This design comes from an exercise in tuning for small area, a short achievable clock period and few clock cycles per item on the open sky130 flow, not from production work.
Only simulation tests tie the RTL to the original design; equivalence was not proved.
Power and IR drop assume default switching activity.

==> flow/config.mk <==
export PLATFORM = sky130hd
export DESIGN_NAME = radix_digit_emitter_unit
export DESIGN_NICKNAME = radix_digit_emitter_unit
export VERILOG_FILES = /design/flow/design.v
export SDC_FILE = /design/flow/constraint.sdc
export NUM_CORES = 4
export LEC_CHECK = 0
export ABC_AREA = 1
export CAP_MARGIN = 20
export CORE_MARGIN = 2
export CORE_UTILIZATION = 40
export CTS_CLUSTER_DIAMETER = 150
export CTS_CLUSTER_SIZE = 20
export SLEW_MARGIN = 20
==> flow/constraint.sdc <==
create_clock -name core_clock -period 12.0 [get_ports {clk_i}]
set_input_delay 2.4000 -clock core_clock [delete_from_list [all_inputs] [get_ports {clk_i}]]
set_output_delay 2.4000 -clock core_clock [all_outputs]
set_load 0.01 [all_outputs]
==> flow/design.v <==
`timescale 1ns / 1ps
package rdx_pkg;
  localparam int CharW    = 8;
  localparam int DataW    = 32;
  localparam int CfgIdxW  = 2;
  localparam int CfgDataW = 64;
  localparam int NDig     = 14;
  localparam logic [CharW-1:0] CharNul   = 8'h00;
  localparam logic [CharW-1:0] CharMinus = 8'h2D;
  typedef enum logic [1:0] {
    KDigit   = 2'd0,
    KMinus   = 2'd1,
    KInvalid = 2'd2
  } kind_e;
  typedef enum logic [2:0] {
    EIdle,
    EInval,
    ESign,
    EPow,
    EDig
  } emit_state_e;
  typedef enum logic [1:0] {
    CIdle,
    CConv,
    CDone
  } conv_state_e;
  localparam int NPre = 6;
  typedef enum logic [2:0] {
    PIdle,
    PLoad,
    PInit,
    PRun,
    PStop
  } pre_state_e;
endpackage
`timescale 1ns / 1ps
module rdx_front (
  input  logic                         clk_i,
  input  logic                         rst_ni,
  input  logic                         cfg_valid_i,
  input  logic [rdx_pkg::CfgIdxW-1:0]  cfg_index_i,
  input  logic [rdx_pkg::CfgDataW-1:0] cfg_data_i,
  input  logic                         scan_en_i,
  input  logic [3:0]                   sel_i,
  output logic [rdx_pkg::CharW-1:0]    char_o,
  output logic [4:0]                   radix_o,
  output logic                         pow2_o,
  output logic [2:0]                   k_o,
  output logic [3:0]                   kmask_o,
  output logic [3:0]                   hp_o,
  output logic                         odd_o,
  output logic                         tern_o,
  output logic                         known_o,
  output logic                         valid_o
);
  logic [63:0] alo_q, ahi_q;
  logic        lo_w_q, hi_w_q;
  logic [4:0]  radix_q;
  logic        pow2_q, odd_q, tern_q;
  logic [2:0]  k_q;
  logic [3:0]  kmask_q, hp_q;
  logic        pow2_d, odd_d, tern_d;
  logic [2:0]  k_d;
  logic [3:0]  kmask_d, hp_d;
  logic [4:0]  pos_q, pos_d;
  logic        fail_q, fail_d;
  logic        wr_lo, wr_hi, wr_rx;
  logic [7:0]  alpha [16];
  logic [3:0]  idx;
  logic [7:0]  c;
  logic        bad, dup;
  logic        cv_q, cv_d;
  logic [3:0]  cidx_q;
  logic [7:0]  c_q;
  logic        rin;
  assign wr_lo = cfg_valid_i && (cfg_index_i == 2'd0);
  assign wr_hi = cfg_valid_i && (cfg_index_i == 2'd1);
  assign wr_rx = cfg_valid_i && (cfg_index_i == 2'd2);
  always_ff @(posedge clk_i) begin
    if (wr_lo) alo_q <= cfg_data_i;
    if (wr_hi) ahi_q <= cfg_data_i;
  end
  always_comb begin
    pow2_d  = 1'b1;
    k_d     = 3'd4;
    kmask_d = 4'hF;
    unique case (radix_q)
      5'd2:    begin k_d = 3'd1; kmask_d = 4'h1; end
      5'd4:    begin k_d = 3'd2; kmask_d = 4'h3; end
      5'd8:    begin k_d = 3'd3; kmask_d = 4'h7; end
      5'd16:   begin k_d = 3'd4; kmask_d = 4'hF; end
      default: pow2_d = 1'b0;
    endcase
    tern_d = (radix_q == 5'd3);
    hp_d   = tern_d ? 4'd4 : radix_q[4:1];
    odd_d  = radix_q[0];
  end
  always_ff @(posedge clk_i) begin
    pow2_q  <= pow2_d;
    k_q     <= k_d;
    kmask_q <= kmask_d;
    hp_q    <= hp_d;
    odd_q   <= odd_d;
    tern_q  <= tern_d;
  end
  always_ff @(posedge clk_i or negedge rst_ni) begin
    if (!rst_ni) begin
      lo_w_q  <= 1'b0;
      hi_w_q  <= 1'b0;
      radix_q <= '0;
      pos_q   <= '0;
      fail_q  <= 1'b0;
      cv_q    <= 1'b0;
    end else begin
      if (wr_lo) lo_w_q <= 1'b1;
      if (wr_hi) hi_w_q <= 1'b1;
      if (wr_rx) radix_q <= cfg_data_i[4:0];
      pos_q  <= pos_d;
      fail_q <= fail_d;
      cv_q   <= cv_d;
    end
  end
  always_comb begin
    for (int i = 0; i < 8; i++) begin
      alpha[i]     = alo_q[8*i +: 8];
      alpha[8 + i] = ahi_q[8*i +: 8];
    end
  end
  logic [3:0] nidx;
  logic       fetch;
  assign nidx  = cv_q ? (cidx_q + 4'd1) : pos_q[3:0];
  assign fetch = scan_en_i && !fail_q && !pos_q[4] && !(cv_q && cidx_q == 4'd15);
  assign idx    = scan_en_i ? nidx : sel_i;
  assign c      = alpha[idx];
  assign char_o = c;
  always_comb begin
    bad = (c_q == 8'h00) || (c_q == 8'h20) || (c_q == 8'h2B) || (c_q == 8'h2D) ||
          (c_q >= 8'd9 && c_q <= 8'd13) || (cidx_q[3] ? !hi_w_q : !lo_w_q);
    dup = 1'b0;
    for (int j = 0; j < 15; j++) begin
      if (4'(j) < cidx_q && alpha[j] == c_q) dup = 1'b1;
    end
  end
  always_comb begin
    pos_d  = pos_q;
    fail_d = fail_q;
    cv_d   = 1'b0;
    if (cv_q && !fail_q) begin
      if (bad || dup) fail_d = 1'b1;
      else            pos_d  = {1'b0, cidx_q} + 5'd1;
    end
    if (fetch && !fail_d) cv_d = 1'b1;
    if (wr_hi) begin
      if (pos_d >= 5'd8) begin
        pos_d  = 5'd8;
        fail_d = 1'b0;
      end
      cv_d = 1'b0;
    end
    if (wr_lo) begin
      pos_d  = 5'd0;
      fail_d = 1'b0;
      cv_d   = 1'b0;
    end
  end
  always_ff @(posedge clk_i) begin
    if (fetch) begin
      c_q    <= c;
      cidx_q <= nidx;
    end
  end
  assign rin     = (radix_q >= 5'd2) && (radix_q <= 5'd16);
  assign valid_o = rin && (pos_q >= radix_q);
  assign known_o = !rin || fail_q || (pos_q >= radix_q);
  assign radix_o = radix_q;
  assign pow2_o  = pow2_q;
  assign k_o     = k_q;
  assign kmask_o = kmask_q;
  assign hp_o    = hp_q;
  assign odd_o   = odd_q;
  assign tern_o  = tern_q;
endmodule
`timescale 1ns / 1ps
module rdx_queue (
  input  logic                      clk_i,
  input  logic                      rst_ni,
  input  logic                      in_valid_i,
  output logic                      in_ready_o,
  input  logic [rdx_pkg::DataW-1:0] in_value_i,
  output logic                      out_valid_o,
  input  logic                      out_take_i,
  output logic [rdx_pkg::DataW-1:0] out_mag_o,
  output logic                      out_neg_o
);
  logic                      full_q, ok_q, neg_q;
  logic                      rdy_q;
  logic [rdx_pkg::DataW-1:0] val_q;
  logic                      accept;
  assign in_ready_o  = rdy_q;
  assign accept      = in_valid_i && rdy_q;
  assign out_valid_o = full_q && ok_q;
  assign out_mag_o   = val_q;
  assign out_neg_o   = neg_q;
  always_ff @(posedge clk_i or negedge rst_ni) begin
    if (!rst_ni) begin
      full_q <= 1'b0;
      rdy_q  <= 1'b0;
      ok_q   <= 1'b0;
    end else begin
      rdy_q <= !full_q;
      if (accept) begin
        full_q <= 1'b1;
        rdy_q  <= 1'b0;
        ok_q   <= !in_value_i[rdx_pkg::DataW-1];
      end else begin
        if (out_take_i) begin
          full_q <= 1'b0;
          rdy_q  <= 1'b1;
        end
        if (full_q) ok_q <= 1'b1;
      end
    end
  end
  always_ff @(posedge clk_i) begin
    if (!full_q) begin
      val_q <= in_value_i;
      neg_q <= in_value_i[rdx_pkg::DataW-1];
    end else if (!ok_q) begin
      val_q <= rdx_pkg::DataW'(0) - val_q;
    end
  end
endmodule
`timescale 1ns / 1ps
module rdx_step #(
  parameter int N = 14
) (
  input  logic [4*N-1:0] dig_i,
  input  logic           bit_i,
  input  logic [3:0]     hp_i,
  input  logic           odd_i,
  output logic [4*N-1:0] dig_o,
  output logic           cout_o
);
  function automatic logic [3:0] sub4(input logic [3:0] a, input logic [3:0] b,
                                      input logic bin);
    logic bw;
    bw = bin;
    for (int j = 0; j < 4; j++) begin
      sub4[j] = a[j] ^ b[j] ^ bw;
      bw      = (!a[j] && b[j]) || (!a[j] && bw) || (b[j] && bw);
    end
  endfunction
  function automatic logic gt4(input logic [3:0] a, input logic [3:0] b);
    gt4 = (a[3] && !b[3]) ||
          (a[3] == b[3] && ((a[2] && !b[2]) ||
          (a[2] == b[2] && ((a[1] && !b[1]) ||
          (a[1] == b[1] && a[0] && !b[0])))));
  endfunction
  localparam int L = $clog2(N + 1);
  logic [N:0] g, p, c;
  logic [N:0] gl [L+1];
  logic [N:0] pl [L+1];
  always_comb begin
    g[0] = bit_i;
    p[0] = 1'b0;
    for (int i = 0; i < N; i++) begin
      logic eq;
      eq     = (dig_i[4*i +: 4] == hp_i);
      g[i+1] = gt4(dig_i[4*i +: 4], hp_i) || (!odd_i && eq);
      p[i+1] = odd_i && eq;
    end
  end
  always_comb begin
    gl[0] = g;
    pl[0] = p;
    for (int l = 0; l < L; l++) begin
      for (int i = 0; i <= N; i++) begin
        if (i >= (1 << l)) begin
          gl[l+1][i] = gl[l][i] | (pl[l][i] & gl[l][i - (1 << l)]);
          pl[l+1][i] = pl[l][i] & pl[l][i - (1 << l)];
        end else begin
          gl[l+1][i] = gl[l][i];
          pl[l+1][i] = pl[l][i];
        end
      end
    end
    c = gl[L];
  end
  assign cout_o = c[N];
  always_comb begin
    for (int i = 0; i < N; i++) begin
      logic       co;
      logic [3:0] d, x0, x1;
      d  = dig_i[4*i +: 4];
      co = c[i+1];
      x0 = sub4(d, hp_i, 1'b0);
      x1 = sub4(d, hp_i, 1'b1);
      dig_o[4*i]         = c[i] ^ (co & odd_i);
      dig_o[4*i+1 +: 3]  = co ? ((odd_i && !c[i]) ? x1[2:0] : x0[2:0]) : d[2:0];
    end
  end
endmodule
module rdx_back (
  input  logic                      clk_i,
  input  logic                      rst_ni,
  input  logic                      pow2_i,
  input  logic [2:0]                k_i,
  input  logic [3:0]                kmask_i,
  input  logic [3:0]                hp_i,
  input  logic                      odd_i,
  input  logic                      tern_i,
  input  logic                      known_i,
  input  logic                      cfg_ok_i,
  input  logic                      q_valid_i,
  output logic                      q_take_o,
  input  logic [rdx_pkg::DataW-1:0] q_mag_i,
  input  logic                      q_neg_i,
  output logic                      scan_en_o,
  output logic [3:0]                sel_o,
  input  logic [rdx_pkg::CharW-1:0] char_i,
  output logic                      out_valid_o,
  input  logic                      out_ready_i,
  output logic [rdx_pkg::CharW-1:0] out_char_o,
  output logic                      out_last_o,
  output logic                      out_inval_o
);
  localparam int N = rdx_pkg::NDig;
  localparam int K = rdx_pkg::NPre;
  rdx_pkg::emit_state_e est_q, est_d;
  rdx_pkg::conv_state_e cst_q, cst_d;
  rdx_pkg::pre_state_e  pst_q, pst_d;
  logic [31:0]  mag_q;
  logic         neg_q;
  logic [4:0]   base_q;
  logic         bit_q;
  logic [4*N-1:0] dig_q;
  logic [3:0]   edig_q [N];
  logic [N-1:0] eact_q;
  logic         eneg_q;
  logic         lo_ph_q, top_q;
  logic [4*K-1:0] pdig_q;
  logic [4:0]   pbase_q;
  logic         pbit_q, pmore_q;
  logic        e_v_q;
  logic [1:0]  e_kind_q;
  logic [3:0]  e_dig_q;
  logic        e_last_q;
  logic        o_v_q, s_v_q;
  logic        o_e_q;
  logic [9:0]  o_d_q, s_d_q;
  logic       pow2, odd, tern, conv;
  logic [2:0] k;
  logic [3:0] kmask, hp;
  assign pow2  = pow2_i;
  assign k     = k_i;
  assign kmask = kmask_i;
  assign hp    = hp_i;
  assign odd   = odd_i;
  assign tern  = tern_i;
  assign conv  = known_i && cfg_ok_i && !pow2;
  logic [4:0] msb;
  logic       nz;
  logic [4:0] base0, pbase0;
  always_comb begin
    logic [15:0] v1;
    logic [0:0]  i1 [16];
    logic [7:0]  v2;
    logic [1:0]  i2 [8];
    logic [3:0]  v3;
    logic [2:0]  i3 [4];
    logic [1:0]  v4;
    logic [3:0]  i4 [2];
    for (int j = 0; j < 16; j++) begin
      v1[j] = q_mag_i[2*j+1] | q_mag_i[2*j];
      i1[j] = q_mag_i[2*j+1];
    end
    for (int j = 0; j < 8; j++) begin
      v2[j] = v1[2*j+1] | v1[2*j];
      i2[j] = v1[2*j+1] ? {1'b1, i1[2*j+1]} : {1'b0, i1[2*j]};
    end
    for (int j = 0; j < 4; j++) begin
      v3[j] = v2[2*j+1] | v2[2*j];
      i3[j] = v2[2*j+1] ? {1'b1, i2[2*j+1]} : {1'b0, i2[2*j]};
    end
    for (int j = 0; j < 2; j++) begin
      v4[j] = v3[2*j+1] | v3[2*j];
      i4[j] = v3[2*j+1] ? {1'b1, i3[2*j+1]} : {1'b0, i3[2*j]};
    end
    nz  = v4[1] | v4[0];
    msb = v4[1] ? {1'b1, i4[1]} : {1'b0, i4[0]};
  end
  always_comb begin
    unique case (k)
      3'd1:    base0 = msb;
      3'd2:    base0 = {msb[4:1], 1'b0};
      3'd3: begin
        unique case (msb)
          5'd0, 5'd1, 5'd2:    base0 = 5'd0;
          5'd3, 5'd4, 5'd5:    base0 = 5'd3;
          5'd6, 5'd7, 5'd8:    base0 = 5'd6;
          5'd9, 5'd10, 5'd11:  base0 = 5'd9;
          5'd12, 5'd13, 5'd14: base0 = 5'd12;
          5'd15, 5'd16, 5'd17: base0 = 5'd15;
          5'd18, 5'd19, 5'd20: base0 = 5'd18;
          5'd21, 5'd22, 5'd23: base0 = 5'd21;
          5'd24, 5'd25, 5'd26: base0 = 5'd24;
          5'd27, 5'd28, 5'd29: base0 = 5'd27;
          default:             base0 = 5'd30;
        endcase
      end
      default: base0 = {msb[4:2], 2'b00};
    endcase
  end
  assign pbase0 = (msb >= 5'd3) ? (msb - 5'd3) : 5'd0;
  logic [36:0] ext, pext;
  logic [4:0]  win, pwin;
  assign ext  = {4'b0, mag_q, 1'b0};
  assign win  = 5'(ext >> base_q);
  assign pext = {4'b0, q_mag_i, 1'b0};
  assign pwin = 5'(pext >> pbase_q);
  logic [4:0] rh;
  logic [1:0] i_d1;
  logic [3:0] i_d0;
  assign rh = {hp, odd};
  always_comb begin
    logic [5:0] x, r1, r2, r3;
    x  = {2'b0, pwin[4:1]};
    r1 = {1'b0, rh};
    r2 = {rh, 1'b0};
    r3 = {1'b0, rh} + {rh, 1'b0};
    if (x >= r3) begin
      i_d1 = 2'd3;
      i_d0 = 4'(x - r3);
    end else if (x >= r2) begin
      i_d1 = 2'd2;
      i_d0 = 4'(x - r2);
    end else if (x >= r1) begin
      i_d1 = 2'd1;
      i_d0 = 4'(x - r1);
    end else begin
      i_d1 = 2'd0;
      i_d0 = x[3:0];
    end
  end
  logic [4*K-1:0] pdig_n;
  logic           pcout;
  rdx_step #(.N(K)) u_pstep (
    .dig_i  (pdig_q),
    .bit_i  (pbit_q),
    .hp_i   (hp),
    .odd_i  (odd),
    .dig_o  (pdig_n),
    .cout_o (pcout)
  );
  logic xfer, handoff, efree, pfull;
  assign pfull = pcout;
  always_comb begin
    pst_d = pst_q;
    unique case (pst_q)
      rdx_pkg::PIdle: if (q_valid_i && conv) pst_d = rdx_pkg::PInit;
      rdx_pkg::PInit: pst_d = (pbase_q == 5'd0) ? rdx_pkg::PStop : rdx_pkg::PRun;
      rdx_pkg::PRun:  if (pfull || pbase_q == 5'd0) pst_d = rdx_pkg::PStop;
      default: ;
    endcase
    if (xfer) pst_d = rdx_pkg::PIdle;
  end
  always_ff @(posedge clk_i) begin
    unique case (pst_q)
      rdx_pkg::PIdle: pbase_q <= pbase0;
      rdx_pkg::PInit: begin
        pdig_q  <= '0;
        pdig_q[3:0] <= i_d0;
        pdig_q[5:4] <= i_d1;
        pbit_q  <= pwin[0];
        pbase_q <= pbase_q - 5'd1;
        pmore_q <= (pbase_q != 5'd0);
      end
      rdx_pkg::PRun: begin
        if (!pfull) begin
          pdig_q  <= pdig_n;
          pbit_q  <= pwin[0];
          pbase_q <= pbase_q - 5'd1;
          pmore_q <= (pbase_q != 5'd0);
        end
      end
      default: ;
    endcase
  end
  logic [4*N-1:0] dig_n;
  rdx_step #(.N(N)) u_step (
    .dig_i  (dig_q),
    .bit_i  (bit_q),
    .hp_i   (hp),
    .odd_i  (odd),
    .dig_o  (dig_n),
    .cout_o ()
  );
  always_comb begin
    cst_d = cst_q;
    unique case (cst_q)
      rdx_pkg::CConv: if (base_q == 5'd0) cst_d = rdx_pkg::CDone;
      rdx_pkg::CDone: if (efree) cst_d = rdx_pkg::CIdle;
      default: ;
    endcase
    if (xfer && conv) cst_d = pmore_q ? rdx_pkg::CConv : rdx_pkg::CDone;
  end
  assign handoff = (cst_q == rdx_pkg::CDone) && efree;
  logic [N-1:0] act_h;
  always_comb begin
    logic [N-1:0] nzc;
    for (int i = 0; i < N; i++) nzc[i] = |dig_q[4*i +: 4];
    act_h[N-1] = nzc[N-1];
    for (int i = N - 2; i >= 0; i--) act_h[i] = act_h[i+1] | nzc[i];
    act_h[0] = 1'b1;
  end
  logic [3:0] topdig;
  always_comb begin
    topdig = '0;
    for (int i = 0; i < N; i++) begin
      if (eact_q[i] && (i == N - 1 || !eact_q[(i + 1) % N])) topdig = topdig | edig_q[i];
    end
  end
  logic [1:0] t_hi, t_lo;
  logic       emit_hi;
  always_comb begin
    t_hi = (topdig >= 4'd6) ? 2'd2 : (topdig >= 4'd3) ? 2'd1 : 2'd0;
    t_lo = 2'(topdig - 4'(t_hi) * 4'd3);
  end
  assign emit_hi = tern && !lo_ph_q && !(top_q && t_hi == 2'd0);
  logic       adv;
  logic       it_v, it_last, fin;
  logic [1:0] it_kind;
  logic [3:0] it_dig;
  assign adv = !e_v_q || !s_v_q;
  always_comb begin
    it_v    = 1'b0;
    it_kind = rdx_pkg::KDigit;
    it_dig  = '0;
    it_last = 1'b0;
    fin     = 1'b0;
    est_d   = est_q;
    unique case (est_q)
      rdx_pkg::EIdle: fin = 1'b1;
      rdx_pkg::EInval: begin
        it_v    = 1'b1;
        it_kind = rdx_pkg::KInvalid;
        it_last = 1'b1;
        fin     = 1'b1;
      end
      rdx_pkg::ESign: begin
        it_v    = 1'b1;
        it_kind = rdx_pkg::KMinus;
        est_d   = pow2 ? rdx_pkg::EPow : rdx_pkg::EDig;
      end
      rdx_pkg::EPow: begin
        it_v    = 1'b1;
        it_dig  = win[4:1] & kmask;
        it_last = (base_q == 5'd0);
        fin     = it_last;
      end
      rdx_pkg::EDig: begin
        it_v    = 1'b1;
        it_dig  = !tern ? topdig : emit_hi ? {2'b0, t_hi} : {2'b0, t_lo};
        it_last = !eact_q[1] && !emit_hi;
        fin     = it_last;
      end
      default: fin = 1'b1;
    endcase
    if (fin) est_d = rdx_pkg::EIdle;
    xfer = 1'b0;
    if (q_valid_i && known_i) begin
      if (!conv) xfer = fin && adv;
      else       xfer = (pst_q == rdx_pkg::PRun || pst_q == rdx_pkg::PStop) &&
                        (cst_q == rdx_pkg::CIdle || handoff);
    end
    if (xfer && !conv) begin
      if (!cfg_ok_i) est_d = rdx_pkg::EInval;
      else           est_d = q_neg_i ? rdx_pkg::ESign : rdx_pkg::EPow;
    end
    if (handoff) est_d = neg_q ? rdx_pkg::ESign : rdx_pkg::EDig;
  end
  assign efree    = fin && adv;
  assign q_take_o = xfer;
  always_ff @(posedge clk_i or negedge rst_ni) begin
    if (!rst_ni) begin
      est_q <= rdx_pkg::EIdle;
      cst_q <= rdx_pkg::CIdle;
      pst_q <= rdx_pkg::PIdle;
      e_v_q <= 1'b0;
    end else begin
      cst_q <= cst_d;
      pst_q <= pst_d;
      if (adv) begin
        est_q <= est_d;
        e_v_q <= it_v;
      end
    end
  end
  always_ff @(posedge clk_i) begin
    if (adv) begin
      e_kind_q <= it_kind;
      e_dig_q  <= it_dig;
      e_last_q <= it_last;
      if (handoff) begin
        for (int i = 0; i < N; i++) edig_q[i] <= dig_q[4*i +: 4];
        eact_q  <= act_h;
        eneg_q  <= neg_q;
        lo_ph_q <= 1'b0;
        top_q   <= 1'b1;
      end else if (est_q == rdx_pkg::EDig) begin
        top_q   <= 1'b0;
        lo_ph_q <= emit_hi;
        if (!emit_hi) eact_q <= eact_q >> 1;
      end
    end
  end
  always_ff @(posedge clk_i) begin
    if (xfer) begin
      mag_q  <= q_mag_i;
      neg_q  <= q_neg_i;
      base_q <= conv ? pbase_q : base0;
    end else if (est_q == rdx_pkg::EPow && adv) begin
      base_q <= base_q - 5'(k);
    end else if (cst_q == rdx_pkg::CConv) begin
      base_q <= base_q - 5'd1;
    end
    if (xfer) begin
      bit_q <= pbit_q;
      dig_q <= {{(4*(N-K)){1'b0}}, pdig_q};
    end else if (cst_q == rdx_pkg::CConv) begin
      bit_q <= win[0];
      dig_q <= dig_n;
    end
  end
  logic [9:0] up_d;
  logic       push;
  assign sel_o     = e_dig_q;
  assign scan_en_o = !(e_v_q && e_kind_q == rdx_pkg::KDigit);
  always_comb begin
    unique case (e_kind_q)
      rdx_pkg::KDigit: up_d = {char_i, e_last_q, 1'b0};
      rdx_pkg::KMinus: up_d = {rdx_pkg::CharMinus, 1'b0, 1'b0};
      default:         up_d = {rdx_pkg::CharNul, 1'b1, 1'b1};
    endcase
  end
  assign push = e_v_q && !s_v_q;
  always_ff @(posedge clk_i or negedge rst_ni) begin
    if (!rst_ni) begin
      o_v_q <= 1'b0;
      o_e_q <= 1'b1;
      s_v_q <= 1'b0;
    end else begin
      if (o_e_q || out_ready_i) begin
        if (s_v_q)     begin o_v_q <= 1'b1; o_e_q <= 1'b0; s_v_q <= 1'b0; end
        else if (push) begin o_v_q <= 1'b1; o_e_q <= 1'b0; end
        else           begin o_v_q <= 1'b0; o_e_q <= 1'b1; end
      end else if (push) begin
        s_v_q <= 1'b1;
      end
    end
  end
  always_ff @(posedge clk_i) begin
    if (o_e_q || out_ready_i) o_d_q <= s_v_q ? s_d_q : up_d;
    if (!s_v_q)                s_d_q <= up_d;
  end
  assign out_valid_o = o_v_q;
  assign out_char_o  = o_d_q[9:2];
  assign out_last_o  = o_d_q[1];
  assign out_inval_o = o_d_q[0];
endmodule
`timescale 1ns / 1ps
module radix_digit_emitter_unit (
  input  logic                         clk_i,
  input  logic                         rst_ni,
  input  logic                         cfg_valid_i,
  output logic                         cfg_ready_o,
  input  logic [rdx_pkg::CfgIdxW-1:0]  cfg_index_i,
  input  logic [rdx_pkg::CfgDataW-1:0] cfg_data_i,
  input  logic                         s_axis_tvalid,
  output logic                         s_axis_tready,
  input  logic [31:0]                  s_axis_tdata,    
  output logic                         m_axis_tvalid,
  input  logic                         m_axis_tready,
  output logic [7:0]                   m_axis_tdata,    
  output logic                         m_axis_tlast,
  output logic                         m_axis_tuser     
);
  logic        pow2, odd, tern;
  logic [2:0]  k;
  logic [3:0]  kmask, hp;
  logic        known, cfg_ok;
  logic        scan_en;
  logic [3:0]  sel;
  logic [7:0]  char;
  logic        q_valid, q_take, q_neg;
  logic [31:0] q_mag;
  assign cfg_ready_o = 1'b1;
  rdx_front u_front (
    .clk_i       (clk_i),
    .rst_ni      (rst_ni),
    .cfg_valid_i (cfg_valid_i),
    .cfg_index_i (cfg_index_i),
    .cfg_data_i  (cfg_data_i),
    .scan_en_i   (scan_en),
    .sel_i       (sel),
    .char_o      (char),
    .radix_o     (),
    .pow2_o      (pow2),
    .k_o         (k),
    .kmask_o     (kmask),
    .hp_o        (hp),
    .odd_o       (odd),
    .tern_o      (tern),
    .known_o     (known),
    .valid_o     (cfg_ok)
  );
  rdx_queue u_queue (
    .clk_i       (clk_i),
    .rst_ni      (rst_ni),
    .in_valid_i  (s_axis_tvalid),
    .in_ready_o  (s_axis_tready),
    .in_value_i  (s_axis_tdata),
    .out_valid_o (q_valid),
    .out_take_i  (q_take),
    .out_mag_o   (q_mag),
    .out_neg_o   (q_neg)
  );
  rdx_back u_back (
    .clk_i       (clk_i),
    .rst_ni      (rst_ni),
    .pow2_i      (pow2),
    .k_i         (k),
    .kmask_i     (kmask),
    .hp_i        (hp),
    .odd_i       (odd),
    .tern_i      (tern),
    .known_i     (known),
    .cfg_ok_i    (cfg_ok),
    .q_valid_i   (q_valid),
    .q_take_o    (q_take),
    .q_mag_i     (q_mag),
    .q_neg_i     (q_neg),
    .scan_en_o   (scan_en),
    .sel_o       (sel),
    .char_i      (char),
    .out_valid_o (m_axis_tvalid),
    .out_ready_i (m_axis_tready),
    .out_char_o  (m_axis_tdata),
    .out_last_o  (m_axis_tlast),
    .out_inval_o (m_axis_tuser)
  );
endmodule
==> flow/flow/run.sh <==
#!/bin/bash
# Layout: the standard flow (standard.sh), unchanged in its steps, with
# two settings passed to it:
#  - SETUP_SLACK_MARGIN=8.6: the resizer's setup repair keeps working until the
#    paths have 8.6 ns of slack at the design's 12 ns clock (about 3.4 ns), so the
#    layout is timed for speed although it is signed off at 12 ns as usual.
#  - BUFFER_PORTS_ARGS: every input and output port still gets its own
#    buffer, as in the standard flow, but a buf_2 instead of the delay cell
#    the flow picks by default.
# The clock, constraints, floorplan, power grid and all other steps are the
# standard ones. All tool output goes to standard.log and the ORFS logs.
cp standard.sh standard.sh.log 2>/dev/null
export SETUP_SLACK_MARGIN=8.6
export BUFFER_PORTS_ARGS="-buffer_cell sky130_fd_sc_hd__buf_2"
bash standard.sh > standard.log 2>&1
==> flow/standard.sh <==
#!/bin/bash
# synth_recipe.tcl (not shown) runs the flow's synth.tcl, then flattens the netlist and writes it again
# the make line also repeats each setting of config.mk as NAME=value (left out here)
make -C /OpenROAD-flow-scripts/flow DESIGN_CONFIG=/design/flow/config.mk WORK_HOME=/design/flow/orfs CLKGATE_MAP_FILE= SYNTH_SCRIPT=/design/flow/synth_recipe.tcl "${@:-finish}"
==> impl_metrics.env, run 1 <==
export IMPL_portbufs=114
export IMPL_pre_cts_slack_ns=7.17
export IMPL_global_route_usage_total=0.224
export IMPL_wirelength_um=85800
export IMPL_crit_path_top_delay_cell="sky130_fd_sc_hd__dfrtp_1"
export IMPL_yosysWarnings=15
export IMPL_maxSlewViolCount=0
export IMPL_timing_reg2reg_worst_path_depth=18
export IMPL_slew_at_the_pin_closest_to_its_max_slew_limit_ns=0.812
export IMPL_crit_reg2reg_capture="u_back.pdig_q[1]"
export IMPL_yosys_register_bits=439
export IMPL_setup_tns_final_ns=0
export IMPL_register_area_sq_mm=0.0125
export IMPL_dieArea_sq_mm=0.0736
export IMPL_main_synth_ff_type="sky130_fd_sc_hd__edfxtp_1"
export IMPL_vias=25300
export IMPL_clock_insertion_delay_worst_skew_ns=0.59
export IMPL_initial_utilization=0.402
export IMPL_synth_edff_count=356
export IMPL_final_hold_viol_count=0
export IMPL_detailedRoute_firstPassIterationCount=6
export IMPL_end_kind="output pin"
export IMPL_postLayoutSetupSlackWorst_ns=8.47
export IMPL_layout_drive_gt1_share=0.113
export IMPL_drc_violations_left=0
export IMPL_cts_htree_levels=1
export IMPL_dpl_cell_count=4609
export IMPL_setup_viol_count_final=0
export IMPL_hold_depth=0
export IMPL_worst_r2r_setup_slack_ns=8.70
export IMPL_critical_path_class="reg2out"
export IMPL_core_area_sq_mm=0.0711
export IMPL_worst_path_max_fanout=2
export IMPL_timing_slew_headroom=0.458
export IMPL_critical_path_buf_inv_count=1
export IMPL_ant_nets=0
export IMPL_grt_max_degree=68
export IMPL_synthesis_area_per_instance_sq_um=7.90
export IMPL_overflow=0
export IMPL_post_synth_num_cell_types=65
export IMPL_period_share=0.294
export IMPL_final_non_filler_cell_area_sq_mm=0.0322
export IMPL_fin_util=0.452
export IMPL_crit_family="flip-flops"
export IMPL_ctsRootBufferMaster="sky130_fd_sc_hd__clkbuf_16"
export IMPL_rsz0062_at_grt="yes"
export IMPL_number_of_global_route_vias_before_repair=23600
export IMPL_drt_wirelength_per_cell_um=18.1
export IMPL_max_cap_violations=0
export IMPL_fin_worst_skew_ns=0.0247
export IMPL_cts_buffers_inserted=25
export IMPL_gp_congestion=0.962
export IMPL_clock_tree_buffer_depth=3
export IMPL_arrival_ns=1.13
export IMPL_boundaryPins=116
export IMPL_cts_sinks=439
export IMPL_post_synth_main_area_contributors="sky130_fd_sc_hd__edfxtp_1 (37%), sky130_fd_sc_hd__nand2_1 (13%), sky130_fd_sc_hd__ha_1 (6.6%)"
export IMPL_synth_cell_area_sq_mm=0.0286
export IMPL_power_per_cell_area_mw_per_mm2=281
export IMPL_multiInputGateArea_sq_mm=0.0143
export IMPL_vdd_drop_max_uv=192
export IMPL_global_route_wire_length_before_repair_um=133000
export IMPL_num_nets_final=4028
export IMPL_hold_end="u_front.hp_q[3]"
export IMPL_critPathLaunchType="flop"
export IMPL_worst_hold_startpoint="u_front.radix_q[4]"
export IMPL_cp_required_ns=9.60
export IMPL_final_cell_count_no_fill=4737
export IMPL_number_of_antenna_violations_at_the_first_check_in_global_routing=3
export IMPL_fp_dieH_um=271
export IMPL_postSynthCellCount=3618
export IMPL_crit_reg2reg_launch="u_back.pbase_q[0]"
export IMPL_area_growth_syn_to_layout_pct=12.5
export IMPL_placement_cell_area_sq_mm=0.0301
export IMPL_fillerInstances=7112
export IMPL_worst_path_largest_cell_delay_ns=0.39
export IMPL_status="timing/DRC/antenna clean"
export IMPL_place_hpwl_um=60400
export IMPL_fp_row_count=98
export IMPL_drt_first_iter_violations=2493
export IMPL_post_synth_top_area_cell="sky130_fd_sc_hd__edfxtp_1"
export IMPL_net_count_of_the_mapped_netlist=3877
export IMPL_clk_pin_slew_ns=0.10
export IMPL_fmax_ghz=0.284
export IMPL_yosys_area_top_type_share=0.374
export IMPL_cts_tree="done"
export IMPL_postSynth_asyncResetShare=0.0661
export IMPL_via_cell_ratio=5.34
export IMPL_tightest_hold_check_type="reg2reg"
export IMPL_n_antenna_cell=0
export IMPL_chipWidth_um=271
export IMPL_sequential_element_share_of_the_synthesized_area=0.437
export IMPL_power_leakage_nw=14.0
export IMPL_worstPathCellList="buf_2"
export IMPL_period_minus_slack_ns=3.53
[power breakdown]
part,switching (mW),leakage (nW),internal (mW),total (mW)
sequential,0.506,4.18,2.48,2.98
clock,0.512,0.335,0.398,0.910
combinational,3.35,9.53,1.79,5.15
total,4.37,14.0,4.67,9.04
[layout by cell type, fill, tap and decap left out, drive strengths merged, types with 42 or more instances in the layout]
cell / synthesis / final
nand4: 70 / 70
nor3: 55 / 55
nor2: 297 / 297
ha: 151 / 151
nand3: 247 / 247
xor2: 72 / 72
o21ai: 304 / 305
inv: 447 / 442
dfxtp: 54 / 54
o211ai: 42 / 42
clkbuf: 52 / 48
buf: 45 / 214
nand2: 1005 / 1006
a21oi: 147 / 147
edfxtp: 356 / 356
[per-stage QoR]
| stage | hold WS (ns) | total power, mW |
|---|---|---|
| after floorplan | 0.412 | 6.14 |
| after global placement | 0.396 | 7.46 |
| after detailed placement | 0.397 | 7.49 |
| after CTS | 0.430 | 8.65 |
| after global routing | 0.443 | 9.76 |
| final | 0.423 | 9.04 |
[sequential cells by signal, summed over array words and instances, names as in the netlist, 4 cells and up]
register         count
u_back.base_q        5
u_back.dig_q        56
u_back.e_dig_q       4
u_back.eact_q       14
u_back.edig_q       56
u_back.mag_q        32
u_back.o_d_q        10
u_back.pbase_q       5
u_back.pdig_q       24
u_back.s_d_q        10
u_front.ahi_q       64
u_front.alo_q       64
u_front.c_q          8
u_front.cidx_q       4
u_front.hp_q         4
u_front.pos_q        5
u_front.radix_q      5
u_queue.val_q       32
[cell usage after synthesis, drive strengths merged, types with 12 or more instances]
master,count
a31oi,19
o211ai,42
clkbuf,52
or2,29
ha,151
edfxtp,356
o21ai,304
nor2,297
xnor2,39
clkinv,12
dfxtp,54
nand4,70
xor2,72
nand2,1005
inv,447
nand3,247
nor3,55
buf,45
nor4,24
o22ai,30
a21oi,147
dfrtp,28
[layer usage]
metal,up-vias,GRT usage,share of wire,wire length (um)
li1,12500,-,-,-
met1,11800,0.319,0.45,38700
met2,918,0.373,0.47,39900
met3,125,0.0184,0.060,5140
met4,4,0.0502,0.024,2040
met5,-,0,0.00026,22
[cells by family after synthesis]
| logic type | count (synthesis) | share of synthesized area |
|---|---|---|
| AO/OA/AOI/OAI | 608 | 0.120 |
| XOR/XNOR | 111 | 0.0340 |
| adder cells (fa/ha/maj) | 156 | 0.0696 |
| buffers and inverters | 556 | 0.0764 |
| flip-flops | 439 | 0.437 |
| multiplexers | 8 | 0.00280 |
| other | 1 | 0.000131 |
| AND/OR/NAND/NOR | 1739 | 0.260 |
[how the worst max path moves through the flow]
stage | startpoint | endpoint | slack, ns | depth (start not counted)
2_1_floorplan | cfg_valid_i | u_front.alo_q[0] | 7.94 | 4
3_3_place_gp | u_back.base_q[1] | u_back.base_q[1] | 7.31 | 16
3_5_place_dp | u_back.base_q[1] | u_back.base_q[3] | 7.17 | 16
4_1_cts | u_queue.rdy_q | s_axis_tready | 8.45 | 1
5_1_grt | u_queue.rdy_q | s_axis_tready | 8.44 | 1
6_report | u_queue.rdy_q | s_axis_tready | 8.47 | 1
[area by class of cell]
cell class / count / share of cell area
Inverter: 459 / 0.0551
Tap cell: 950 / 0.0370
Timing Repair Buffer: 219 / 0.0515
Clock buffer: 45 / 0.0219
Multi-Input combinational cell: 2625 / 0.446
Sequential cell: 439 / 0.389
[what timing repair did]
item / CTS / global route
hold buffers: 0 / 0
pin swaps: 4 / 16
setup endpoints to repair: 326 / 192
resized for setup: 63 / 111
gates cloned: 5 / 4
buffers inserted: 13 / 60
Testbench counts, summed over its fixed seeds: cycles 31,535, items 2,304.
==> run 2: changes to the inputs <==
--- a/flow/design.v
+++ b/flow/design.v
@@ -24,7 +24,7 @@
     CConv,
     CDone
   } conv_state_e;
-  localparam int NPre = 6;
+  localparam int NPre = 5;
   typedef enum logic [2:0] {
     PIdle,
     PLoad,
==> run 2 against run 1 <==
  * Still clean
  * Synthesized cell count fell by 1.6%
  * Critical path depth stayed put
  * Clock power decreased by 1%
  * Maximum frequency is essentially flat
  * Power shrank 2.1%
  * Combinational power down 3%
  * Critical endpoint unchanged
  * First-iteration DRC count down 4.3%
  * Die area decreased by 0.87%
  * Global-route usage down 0.35 points
==> impl_metrics.env, run 2 <==
export IMPL_status="timing/DRC/antenna clean"
export IMPL_final_cell_count_no_fill=4662
export IMPL_worst_path_max_fanout=2
export IMPL_dpl_cell_count=4539
export IMPL_ant_nets=0
export IMPL_cts_hold_buffers_added=0
export IMPL_grt_max_degree=68
export IMPL_fp_row_count=97
export IMPL_crit_end="s_axis_tready"
export IMPL_sw_ratio=0.486
export IMPL_power_per_cell_area_mw_per_mm2=278
export IMPL_setup_tns_final_ns=0
export IMPL_cts_htree_levels=1
export IMPL_gr_usage_met1=0.317
export IMPL_yosysWarnings=15
export IMPL_postSynth_asyncResetShare=0.0667
export IMPL_placement_cell_area_sq_mm=0.0298
export IMPL_overflow=0
export IMPL_timing_reg2reg_worst_path_depth=18
export IMPL_cp_required_ns=9.60
export IMPL_post_synth_num_cell_types=68
export IMPL_worst_hold_startpoint="u_back.s_d_q[8]"
export IMPL_critical_path_buf_inv_count=1
export IMPL_setup_viol_count_final=0
export IMPL_pre_cts_slack_ns=7.72
export IMPL_clock_insertion_delay_worst_skew_ns=0.60
export IMPL_global_route_usage_met2=0.354
export IMPL_cts_tree="done"
export IMPL_detailedRoute_firstPassIterationCount=5
export IMPL_maxSlewViolCount=0
export IMPL_final_hold_viol_count=0
export IMPL_layout_drive_gt1_share=0.122
export IMPL_share_seq_of_total_power=0.330
export IMPL_postLayoutSetupSlackWorst_ns=8.47
export IMPL_final_non_filler_cell_area_sq_mm=0.0318
export IMPL_chipWidth_um=270
export IMPL_sequential_element_share_of_the_synthesized_area=0.435
export IMPL_power_leakage_nw=13.9
export IMPL_drt_first_iter_violations=2385
export IMPL_grt_busiest_layer="met2"
export IMPL_period_share=0.294
export IMPL_critical_path_class="reg2out"
export IMPL_cts_buffers_inserted=25
export IMPL_core_area_sq_mm=0.0701
export IMPL_fmax_ghz=0.284
export IMPL_number_of_antenna_violations_at_the_first_check_in_global_routing=2
export IMPL_yosys_area_top_type_share=0.369
export IMPL_end_kind="output pin"
export IMPL_synth_edff_count=348
export IMPL_post_synth_main_area_contributors="sky130_fd_sc_hd__edfxtp_1 (37%), sky130_fd_sc_hd__nand2_1 (13%), sky130_fd_sc_hd__ha_1 (6.4%)"
export IMPL_tightest_hold_check_type="reg2reg"
export IMPL_critPathLaunchType="flop"
export IMPL_net_count_of_the_mapped_netlist=3814
export IMPL_global_route_usage_total=0.221
export IMPL_internal_power_mw=4.55
export IMPL_ctsRootBufferMaster="sky130_fd_sc_hd__clkbuf_16"
export IMPL_initial_utilization=0.404
export IMPL_boundaryPins=116
export IMPL_share_comb_of_total_power=0.568
export IMPL_num_nets_final=3956
export IMPL_drt_wirelength_per_cell_um=18.2
export IMPL_period_minus_slack_ns=3.53
export IMPL_drc_violations_left=0
export IMPL_reg_largest_list="u_front.ahi_q (64), u_front.alo_q (64)"
export IMPL_postSynthCellCount=3561
export IMPL_fillerInstances=7104
export IMPL_post_synth_top_area_cell="sky130_fd_sc_hd__edfxtp_1"
export IMPL_final_common_cell="sky130_fd_sc_hd__nand2_1"
export IMPL_area_growth_syn_to_layout_pct=12.3
export IMPL_max_cap_violations=0
export IMPL_clock_tree_buffer_depth=3
export IMPL_global_route_wire_length_before_repair_um=130000
export IMPL_vdd_drop_max_uv=129
export IMPL_crit_reg2reg_launch="u_back.pbase_q[0]"
export IMPL_worst_path_largest_cell_delay_ns=0.40
export IMPL_post_synth_top_count_cell="sky130_fd_sc_hd__nand2_1"
export IMPL_via_cell_ratio=5.28
export IMPL_worst_r2r_setup_slack_ns=8.68
export IMPL_layout_common_cells="sky130_fd_sc_hd__nand2_1 (945), sky130_fd_sc_hd__inv_1 (414), sky130_fd_sc_hd__edfxtp_1 (348)"
export IMPL_synthesis_area_per_instance_sq_um=7.96
export IMPL_arrival_ns=1.13
export IMPL_place_hpwl_um=59300
export IMPL_vias=24600
export IMPL_portbufs=114
export IMPL_ys_top_cells_by_count="sky130_fd_sc_hd__nand2_1 (965), sky130_fd_sc_hd__inv_1 (423), sky130_fd_sc_hd__edfxtp_1 (348), sky130_fd_sc_hd__nor2_1 (281), sky130_fd_sc_hd__o21ai_0 (254)"
export IMPL_fp_dieH_um=270
export IMPL_crit_family="flip-flops"
export IMPL_worst_path_stages=1
export IMPL_fin_worst_skew_ns=0.0217
export IMPL_crit_reg2reg_capture="u_back.pdig_q[3]"
export IMPL_gr_usage_met3=0.0228
export IMPL_slew_at_the_pin_closest_to_its_max_slew_limit_ns=0.944
export IMPL_gp_congestion=0.950
export IMPL_main_synth_ff_type="sky130_fd_sc_hd__edfxtp_1"
export IMPL_whs_ns=0.449
export IMPL_dieArea_sq_mm=0.0730
export IMPL_total_switching_power_mw=4.30
export IMPL_timing_slew_headroom=0.367
export IMPL_synth_cell_area_sq_mm=0.0283
export IMPL_clk_pin_slew_ns=0.08
export IMPL_rsz0062_at_grt="yes"
export IMPL_share_clk_of_total_power=0.102
export IMPL_cts_sinks=435
export IMPL_worst_setup_path_startpoint="u_queue.rdy_q"
export IMPL_worstPathCellList="buf_2"
export IMPL_crit_path_top_delay_cell="sky130_fd_sc_hd__dfrtp_1"
export IMPL_yosys_register_bits=435
export IMPL_number_of_global_route_vias_before_repair=23200
export IMPL_wirelength_um=84600
## run 2: worst min-delay path by stage
stage,end,cells after the start
CTS,u_back.s_d_q[8],2
global route,u_back.s_d_q[8],2
detailed placement,u_front.hp_q[1],0
global placement,u_back.s_d_q[8],2
floorplan,u_front.odd_q,0
finish,u_back.s_d_q[8],2
## run 2: routing by layer
| metal | vias to the layer above | wire length [um] |
|---|---|---|
| met5 | - | 13 |
| met1 | 11500 | 39200 |
| met2 | 773 | 38300 |
| met3 | 125 | 4830 |
| met4 | 2 | 2270 |
| li1 | 12300 | - |
## run 2: power groups by stage
stage | combinational [mW] | clock (mW) | sequential, mW
2_1_floorplan | 3.30 | 0 | 2.70
3_3_place_gp | 4.30 | 0 | 2.97
3_5_place_dp | 4.33 | 0 | 2.97
4_1_cts | 4.59 | 0.925 | 2.93
5_1_grt | 5.60 | 0.972 | 2.99
6_report | 5.02 | 0.901 | 2.92
## run 2: cells by family (layout without fill, tap and decap cells)
kind of cell             after synthesis  after routing  share of synthesized area
buffers and inverters                546            701                     0.0774
flip-flops                           435            435                      0.435
AND/OR/NAND/NOR                     1737           1740                      0.265
AO/OA/AOI/OAI                        573            575                      0.118
other                                  1              2                   0.000132
multiplexers                           9              9                    0.00318
XOR/XNOR                             110            110                     0.0340
adder cells (fa/ha/maj)              150            150                     0.0675
## run 2: timing repair
action / CTS / global route
buffers inserted: 17 / 49
endpoints found under the setup margin: 351 / 313
pin swaps: 9 / 9
gates cloned: 4 / 7
gates resized for setup: 77 / 95
## run 2: area by class of cell
class                      count  area [sq um]  area share
sequential                   435         12300       0.388
multi-input combinational   2585         14400       0.451
antenna                        1          2.50   0.0000786
timing repair inverter         1          30.0    0.000944
tap                          940          1180      0.0370
timing repair buffer         204          1450      0.0455
inverter                     451          1760      0.0552
clock buffer                  43           693      0.0218
clock inverter                 2          15.0    0.000472
## run 2: tightest hold or removal path: cells and delay by family, from the launching register on
kind	cells	cell delay, ns
AND/OR/NAND/NOR	2	0.10
flip-flops	1	0.30
## run 2: per-stage QoR
| step | power, mW | utilization |
|---|---|---|
| 6_report | 8.85 | 0.454 |
| 5_1_grt | 9.56 | 0.454 |
| 4_1_cts | 8.44 | 0.441 |
| 3_5_place_dp | 7.30 | 0.425 |
| 3_3_place_gp | 7.26 | 0.425 |
| 2_1_floorplan | 6.00 | - |
Testbench counts of run 2, summed over its fixed seeds: cycles 31,874, items 2,304.
==> run 3: changes to the inputs <==
--- a/flow/design.v
+++ b/flow/design.v
@@ -24,7 +24,7 @@
     CConv,
     CDone
   } conv_state_e;
-  localparam int NPre = 5;
+  localparam int NPre = 6;
   typedef enum logic [2:0] {
     PIdle,
     PLoad,
@@ -335,7 +335,7 @@
   logic         bit_q;
   logic [4*N-1:0] dig_q;
   logic [3:0]   edig_q [N];
-  logic [N-1:0] eact_q;
+  logic [3:0]   eidx_q;
   logic         eneg_q;
   logic         lo_ph_q, top_q;
   logic [4*K-1:0] pdig_q;
@@ -505,20 +505,15 @@
     if (xfer && conv) cst_d = pmore_q ? rdx_pkg::CConv : rdx_pkg::CDone;
   end
   assign handoff = (cst_q == rdx_pkg::CDone) && efree;
-  logic [N-1:0] act_h;
+  logic [3:0] top_h;
   always_comb begin
-    logic [N-1:0] nzc;
-    for (int i = 0; i < N; i++) nzc[i] = |dig_q[4*i +: 4];
-    act_h[N-1] = nzc[N-1];
-    for (int i = N - 2; i >= 0; i--) act_h[i] = act_h[i+1] | nzc[i];
-    act_h[0] = 1'b1;
+    top_h = '0;
+    for (int i = 1; i < N; i++) if (|dig_q[4*i +: 4]) top_h = 4'(i);
   end
   logic [3:0] topdig;
   always_comb begin
     topdig = '0;
-    for (int i = 0; i < N; i++) begin
-      if (eact_q[i] && (i == N - 1 || !eact_q[(i + 1) % N])) topdig = topdig | edig_q[i];
-    end
+    for (int i = 0; i < N; i++) if (eidx_q == 4'(i)) topdig = edig_q[i];
   end
   logic [1:0] t_hi, t_lo;
   logic       emit_hi;
@@ -561,7 +556,7 @@
       rdx_pkg::EDig: begin
         it_v    = 1'b1;
         it_dig  = !tern ? topdig : emit_hi ? {2'b0, t_hi} : {2'b0, t_lo};
-        it_last = !eact_q[1] && !emit_hi;
+        it_last = (eidx_q == 4'd0) && !emit_hi;
         fin     = it_last;
       end
       default: fin = 1'b1;
@@ -603,14 +598,14 @@
       e_last_q <= it_last;
       if (handoff) begin
         for (int i = 0; i < N; i++) edig_q[i] <= dig_q[4*i +: 4];
-        eact_q  <= act_h;
+        eidx_q  <= top_h;
         eneg_q  <= neg_q;
         lo_ph_q <= 1'b0;
         top_q   <= 1'b1;
       end else if (est_q == rdx_pkg::EDig) begin
         top_q   <= 1'b0;
         lo_ph_q <= emit_hi;
-        if (!emit_hi) eact_q <= eact_q >> 1;
+        if (!emit_hi) eidx_q <= eidx_q - 4'd1;
       end
     end
   end
==> run 3 against run 2 <==
  * Still clean on timing, DRC and antenna
  * Combinational power is 19% higher
  * Synthesized cell count is 9.6% lower
  * Setup slack worse by 0.053 ns
  * Via count is 0.82% lower
  * First-iteration DRC count is 0.67% higher
  * Area after synthesis is 3.6% lower
  * Critical endpoint unchanged
==> impl_metrics.env, run 3 <==
export IMPL_core_area_sq_mm=0.0674
export IMPL_reg_largest_list="u_front.ahi_q (64), u_front.alo_q (64)"
export IMPL_global_route_wire_length_before_repair_um=135000
export IMPL_crit_reg2reg_launch="u_back.pbase_q[0]"
export IMPL_crit_path_top_delay_cell="sky130_fd_sc_hd__dfrtp_2"
export IMPL_vdd_drop_max_uv=144
export IMPL_num_nets_final=3775
export IMPL_post_synth_num_cell_types=77
export IMPL_number_of_antenna_violations_at_the_first_check_in_global_routing=2
export IMPL_critPathLaunchType="flop"
export IMPL_overflow=0
export IMPL_power_per_cell_area_mw_per_mm2=292
export IMPL_cts_htree_levels=1
export IMPL_share_clk_of_total_power=0.095
export IMPL_yosysWarnings=15
export IMPL_initial_utilization=0.405
export IMPL_gp_congestion=0.969
export IMPL_share_comb_of_total_power=0.616
export IMPL_synthesis_area_per_instance_sq_um=8.48
export IMPL_final_common_cell="sky130_fd_sc_hd__nand2_1"
export IMPL_report_power_total_mw=9.65
export IMPL_sw_ratio=0.474
export IMPL_sequential_element_share_of_the_synthesized_area=0.447
export IMPL_synth_edff_count=346
export IMPL_timing_slew_headroom=0.212
export IMPL_via_cell_ratio=5.55
export IMPL_area_growth_syn_to_layout_pct=20.9
export IMPL_period_share=0.298
export IMPL_fp_row_count=95
export IMPL_clock_insertion_delay_worst_skew_ns=0.61
export IMPL_rsz0062_at_grt="yes"
export IMPL_worst_path_largest_cell_delay_ns=0.46
export IMPL_portbufs=114
export IMPL_end_kind="output pin"
export IMPL_fillerInstances=6361
export IMPL_fmax_ghz=0.279
export IMPL_drt_first_iter_violations=2401
export IMPL_power_leakage_nw=13.8
export IMPL_internal_power_mw=5.07
export IMPL_worstPathCellList="buf_6"
export IMPL_total_switching_power_mw=4.57
export IMPL_synth_cell_area_sq_mm=0.0273
export IMPL_yosys_register_bits=429
export IMPL_post_synth_top_area_cell="sky130_fd_sc_hd__edfxtp_1"
export IMPL_chipWidth_um=265
export IMPL_crit_family="flip-flops"
export IMPL_setup_tns_final_ns=0
export IMPL_detailedRoute_firstPassIterationCount=6
export IMPL_postLayoutSetupSlackWorst_ns=8.42
export IMPL_final_hold_viol_count=0
export IMPL_main_synth_ff_type="sky130_fd_sc_hd__edfxtp_1"
export IMPL_period_minus_slack_ns=3.58
export IMPL_layout_common_cells="sky130_fd_sc_hd__nand2_1 (681), sky130_fd_sc_hd__inv_1 (383), sky130_fd_sc_hd__edfxtp_1 (346)"
export IMPL_yosys_area_top_type_share=0.380
export IMPL_wirelength_um=89300
export IMPL_layout_drive_gt1_share=0.194
export IMPL_global_route_usage_total=0.243
export IMPL_slew_at_the_pin_closest_to_its_max_slew_limit_ns=1.18
export IMPL_pre_cts_slack_ns=7.21
export IMPL_cp_required_ns=9.60
export IMPL_crit_reg2reg_capture="u_back.pdig_q[2]"
export IMPL_worst_path_max_fanout=2
export IMPL_drc_violations_left=0
export IMPL_maxSlewViolCount=0
export IMPL_tightest_hold_check_type="reg2reg"
export IMPL_post_synth_top_count_cell="sky130_fd_sc_hd__nand2_1"
export IMPL_net_count_of_the_mapped_netlist=3484
export IMPL_place_hpwl_um=58000
export IMPL_vias=24400
export IMPL_postSynth_asyncResetShare=0.0676
export IMPL_number_of_global_route_vias_before_repair=23200
export IMPL_share_seq_of_total_power=0.289
export IMPL_cts_buffers_inserted=25
export IMPL_fp_dieH_um=265
export IMPL_cts_sinks=429
export IMPL_drt_wirelength_per_cell_um=20.3
export IMPL_final_non_filler_cell_area_sq_mm=0.0330
export IMPL_grt_max_degree=47
export IMPL_worst_r2r_setup_slack_ns=8.52
export IMPL_post_synth_main_area_contributors="sky130_fd_sc_hd__edfxtp_1 (38%), sky130_fd_sc_hd__nand2_1 (9.8%), sky130_fd_sc_hd__ha_1 (7.1%)"
export IMPL_clk_pin_slew_ns=0.09
export IMPL_timing_reg2reg_worst_path_depth=21
export IMPL_cts_tree="done"
export IMPL_critical_path_buf_inv_count=1
export IMPL_critical_path_class="reg2out"
export IMPL_boundaryPins=116
export IMPL_fin_worst_skew_ns=0.0277
export IMPL_hold_end="u_front.hp_q[1]"
export IMPL_final_cell_count_no_fill=4404
export IMPL_hold_depth=0
export IMPL_setup_viol_count_final=0
export IMPL_worst_hold_startpoint="u_front.radix_q[2]"
export IMPL_clock_tree_buffer_depth=3
export IMPL_ys_top_cells_by_count="sky130_fd_sc_hd__nand2_1 (710), sky130_fd_sc_hd__inv_1 (424), sky130_fd_sc_hd__edfxtp_1 (346), sky130_fd_sc_hd__nor2_1 (259), sky130_fd_sc_hd__o21ai_0 (253)"
export IMPL_max_cap_violations=0
export IMPL_postSynthCellCount=3220
export IMPL_arrival_ns=1.18
export IMPL_placement_cell_area_sq_mm=0.0288
export IMPL_ant_nets=0
export IMPL_dieArea_sq_mm=0.0704
export IMPL_status="timing/DRC/antenna clean"
export IMPL_dpl_cell_count=4139
export IMPL_ctsRootBufferMaster="sky130_fd_sc_hd__clkbuf_16"
## run 3: changes by cell type after synthesis, moves of 14 or more
cell                       delta
sky130_fd_sc_hd__xnor2_1     +16
sky130_fd_sc_hd__o211ai_1    +19
sky130_fd_sc_hd__nand4_1     -26
sky130_fd_sc_hd__a31oi_1     +17
sky130_fd_sc_hd__inv_2       -14
sky130_fd_sc_hd__nand3_1    -131
sky130_fd_sc_hd__nand2_1    -255
sky130_fd_sc_hd__buf_2       -25
sky130_fd_sc_hd__a221oi_1    +23
sky130_fd_sc_hd__clkbuf_1    +16
sky130_fd_sc_hd__o21ai_1     -18
sky130_fd_sc_hd__nor2_1      -22
sky130_fd_sc_hd__a21oi_1     +16
## run 3: cell type report
type                       instances  area, sq um  area share
antenna                            1         2.50   0.0000758
clock buffer                      43          693      0.0210
clock inverter                     3         22.5    0.000682
inverter                         441         1760      0.0533
multi-input combinational       2272        14200       0.430
sequential                       429        12200       0.370
tap                              873         1090      0.0331
timing repair buffer             329         2850      0.0862
timing repair inverter            13          173     0.00523
## run 3: routing by layer
layer / track usage / up-vias / wire length (um)
met4: 0.0770 / 0 / 3010
met1: 0.333 / 11500 / 38600
met2: 0.402 / 1066 / 41400
met5: 0 / - / 0
li1: - / 11700 / -
met3: 0.0297 / 178 / 6380
## run 3: what timing repair did
action	CTS	global route
gates resized for setup	222	182
pin swaps	51	64
endpoints found under the hold margin	0	0
buffers inserted	104	71
setup endpoints to repair	362	301
hold buffers	0	0
gates cloned	29	14
## run 3: power by group through the flow
stage / clock [mW] / sequential (mW) / combinational, mW
final: 0.918 / 2.79 / 5.95
after global routing: 0.983 / 2.83 / 6.47
after CTS: 0.932 / 2.76 / 5.19
after detailed placement: 0 / 2.88 / 4.14
after global placement: 0 / 2.88 / 4.13
after floorplan: 0 / 2.60 / 3.18
## run 3: cells by family (layout without fill, tap and decap cells)
kind of cell | count (synthesis) | in the layout | share of synthesized area
AND/OR/NAND/NOR | 1267 | 1276 | 0.198
AO/OA/AOI/OAI | 686 | 687 | 0.156
buffers and inverters | 529 | 829 | 0.0774
flip-flops | 429 | 429 | 0.447
adder cells (fa/ha/maj) | 161 | 161 | 0.0751
XOR/XNOR | 138 | 138 | 0.0443
multiplexers | 9 | 9 | 0.00330
other | 1 | 2 | 0.000137
## run 3: worst max-delay path by stage
| stage | slack [ns] | startpoint | cells past startpoint | end |
|---|---|---|---|---|
| 3_3_place_gp | 7.24 | u_front.hp_q[2] | 21 | u_back.dig_q[50] |
| 5_1_grt | 8.26 | u_back.eidx_q[3] | 31 | u_back.dig_q[23] |
| 6_report | 8.42 | u_queue.rdy_q | 1 | s_axis_tready |
| 2_1_floorplan | 8.01 | cfg_valid_i | 4 | u_front.ahi_q[0] |
| 4_1_cts | 8.37 | u_queue.rdy_q | 1 | s_axis_tready |
| 3_5_place_dp | 7.21 | u_front.hp_q[2] | 21 | u_back.dig_q[50] |
## run 3: per-stage QoR
| step | hold WS [ns] | utilization |
|---|---|---|
| CTS | 0.441 | 0.469 |
| floorplan | 0.412 | - |
| global placement | 0.428 | 0.428 |
| finish | 0.447 | 0.490 |
| global route | 0.465 | 0.490 |
| detailed placement | 0.409 | 0.428 |
Testbench counts of run 3, summed over its fixed seeds: cycles 31,535, items 2,304.

==> what the ideal ports hide <==
Ports are ideal in the flow. The routed layouts listed here were re-timed in OpenROAD. Step 1: set_driving_cell puts a clkbuf_16 on clk_i and a buf_2 on each other input, an assumption about the parent block. Step 2 moves the port delays by t, midway between the first and last clock arrival at a register: inputs arrive t later, outputs are due t later. That takes back most of the time a late clock gives input paths. Three values: ideal ports, drivers, drivers and shift; two values: the first two.
| run | t (ns) | setup slack, ns | worst setup path at the end |
|---|---|---|---|
| run 1 | 0.641 | 8.473 / 8.409 / 8.126 | input to register |
| run 2 | 0.650 | 8.475 / 8.411 / 8.109 | input to register |
| run 3 | 0.652 | 8.421 / 8.360 / 8.214 | input to register |
After both steps every run listed still meets setup and hold. The setup slack of run 2, which loses most, moves by -0.064 ns with the drivers and by -0.366 ns with both steps.
